This design comes from an exercise in tuning for small area and a short achievable clock period on the open sky130 flow, not from production work. Only simulation tests tie the RTL to the original design; equivalence was not proved. No activity file was given, so power comes from the tool's default toggle rates.

// streaming_heap
module streaming_heap (
	input  logic            clk,
	input  logic            rst,
	input  logic            fs,
	input  logic            rec_en,
	input  heap_pkg::data_t data_in,
	output heap_pkg::data_t data_out,
	output logic            out_valid,
	output logic            ready
);
Size in the first run: roughly 14000 cells after synthesis, ~4900 flip-flops, ~38 I/O pins, about 150000 um^2 of cells after synthesis.
export LEC_CHECK = 0
export ABC_AREA = 1
export CAP_MARGIN = 20
export CORE_MARGIN = 2
export CORE_UTILIZATION = 62
export CTS_CLUSTER_DIAMETER = 85
export CTS_CLUSTER_SIZE = 25
export SETUP_SLACK_MARGIN = 3.2
export SLEW_MARGIN = 20
create_clock -name core_clock -period 6.0 [get_ports {clk}]
run.sh (not shown) runs the stock make flow with config.mk's settings and CLKGATE_MAP_FILE= SYNTH_SCRIPT=/design/flow/synth_recipe.tcl, a recipe that flattens the netlist after the stock synthesis.
Change:
--- a/flow/design.v
+++ b/flow/design.v
@@ -63,20 +63,18 @@
 	logic [2:0]    cnt;
 	logic [2:0]    cnt_n;
 	logic          clr_n;
 	logic          ph;
 	logic          sw;
 	logic          pol;
 	logic          pol1;
 	logic          pol2;
 	logic          pol3;
-	logic          pa1;
-	logic          pa3;
 	always_ff @(posedge clk)
 	begin
 		din_q <= data_in;
 		rec_q <= rec_en;
 		if (rst)
 		begin
 			fs_s <= 1'b0;
 			fs_d <= 1'b0;
 			cnt <= '0;
@@ -111,20 +109,18 @@
 	assign cnt_n = rst ? 3'd0 : cnt + 1'b1;
 	assign clr_n = rst | (clr & ~(&ccnt));
 	assign sw = cnt[1];
 	assign pol = cnt[2];
 	always_ff @(posedge clk)
 	begin
 		pol1 <= pol;
 		pol2 <= pol1;
 		pol3 <= pol2;
-		pa1 <= pol1;
-		pa3 <= pol3;
 	end
 	logic [7:0]           sv;      
 	logic [7:0][6:0]      sp;      
 	logic [7:0][31:0]     rsel;    
 	logic [7:0][DW-1:0]   ss;      
 	logic [7:0][DW-1:0]   sc0;     
 	logic [7:0][DW-1:0]   sc1;     
 	logic [7:0][1:0]      hc10;
 	logic [7:0][1:0]      hc0s;
@@ -292,31 +288,32 @@
 			logic [DW-1:0]   n0;
 			logic [DW-1:0]   n1;
 			always_comb
 			begin
 				tap = '0;
 				for (int i = 0; i < N; i++)
 					if (rsel[k][i])
 						tap = tap | ytap[OFS + 4*i*BW +: 4*BW];
 			end
+			logic [4*BW-1:0] tp;
 			logic [4*BW-1:0] g4;
 			logic [BW-1:0]   s0;
 			logic [BW-1:0]   s1;
-			logic [BW-1:0] r0;
-			logic [BW-1:0] r1;
+			assign tp = tap ^ {4{{4{pol1}}, {4{pol3}}}};
 			always_ff @(posedge clk)
-				g4 <= tap;
-			assign r0 = (grq ? g4[2*BW +: BW] : g4[0 +: BW]) ^ {{4{pa1}}, {4{pa3}}};
-			assign r1 = (grq ? g4[3*BW +: BW] : g4[BW +: BW]) ^ {{4{pa1}}, {4{pa3}}};
-			assign gh0 = sw ? r0 : {r0[3:0], r0[7:4]};
-			assign gh1 = sw ? r1 : {r1[3:0], r1[7:4]};
-			assign s0 = (grq ? tap[2*BW +: BW] : tap[0 +: BW]) ^ {{4{pol1}}, {4{pol3}}};
-			assign s1 = (grq ? tap[3*BW +: BW] : tap[BW +: BW]) ^ {{4{pol1}}, {4{pol3}}};
+			begin
+				for (int j = 0; j < 4; j++)
+					g4[j*BW +: BW] <= sw ? tp[j*BW +: BW] : {tp[j*BW +: 4], tp[j*BW+4 +: 4]};
+			end
+			assign gh0 = grq ? g4[2*BW +: BW] : g4[0 +: BW];
+			assign gh1 = grq ? g4[3*BW +: BW] : g4[BW +: BW];
+			assign s0 = grq ? tp[2*BW +: BW] : tp[0 +: BW];
+			assign s1 = grq ? tp[3*BW +: BW] : tp[BW +: BW];
 			assign lo0 = sw ? {s0[3:0], s0[7:4]} : s0;
 			assign lo1 = sw ? {s1[3:0], s1[7:4]} : s1;
 			assign m0 = {gh0, lo0};
 			assign m1 = {gh1, lo1};
 			logic       fv;
 			logic [6:0] fa;
 			logic [3:0] hit;
 			if (GL == 7) begin : g_f7
 				assign fv = wbv[7];
Result: First-iteration DRC count goes down by 6.8%; routed wire length fell by 2.2%; worst setup slack is better by 0.047 ns; clock-buffer cell count came out higher by 4; register-to-register slack gets better by 0.05 ns; die area stays flat; maximum frequency is higher by 1.7%; worst hold slack gets worse by 0.0053 ns; clock skew came out higher by 0.0074 ns; final area stays flat; via count stays flat; sequential power barely changes; cell count shrinks by 0.90%.

[afterwards: timing with drivers on the ports]
How much do the figures lean on ideal ports? The routed layouts below were timed once more, with nothing changed but the port constraints. Step 1 (the two cells are an assumption about what drives the block):
set clk [get_ports {clk}]
set_driving_cell -lib_cell sky130_fd_sc_hd__clkbuf_16 $clk
set_driving_cell -lib_cell sky130_fd_sc_hd__buf_2 [delete_from_list [all_inputs] $clk]
Step 2 moves the port delays by t, midway between the first and last clock arrival at a register: inputs arrive t later, outputs are due t later. That takes back most of the time a late clock gives input paths. Three values: ideal ports, drivers, drivers and shift; two values: the first two.
run | t, ns | setup slack, ns | worst register clock-pin slew, ns | worst slew at a driven data input, ns | pins driven straight from the clock port
the first run | 0.993 | 3.201 / 3.159 / 2.422 | 0.11 / 0.11 | 0.10 | 1
the second run | 0.982 | 3.248 / 3.194 / 2.571 | 0.11 / 0.11 | 0.04 | 1
After both steps setup and hold are still met in every run listed. The setup slack of the first run, which loses most, moves by -0.042 ns with the drivers and by -0.779 ns with both steps.
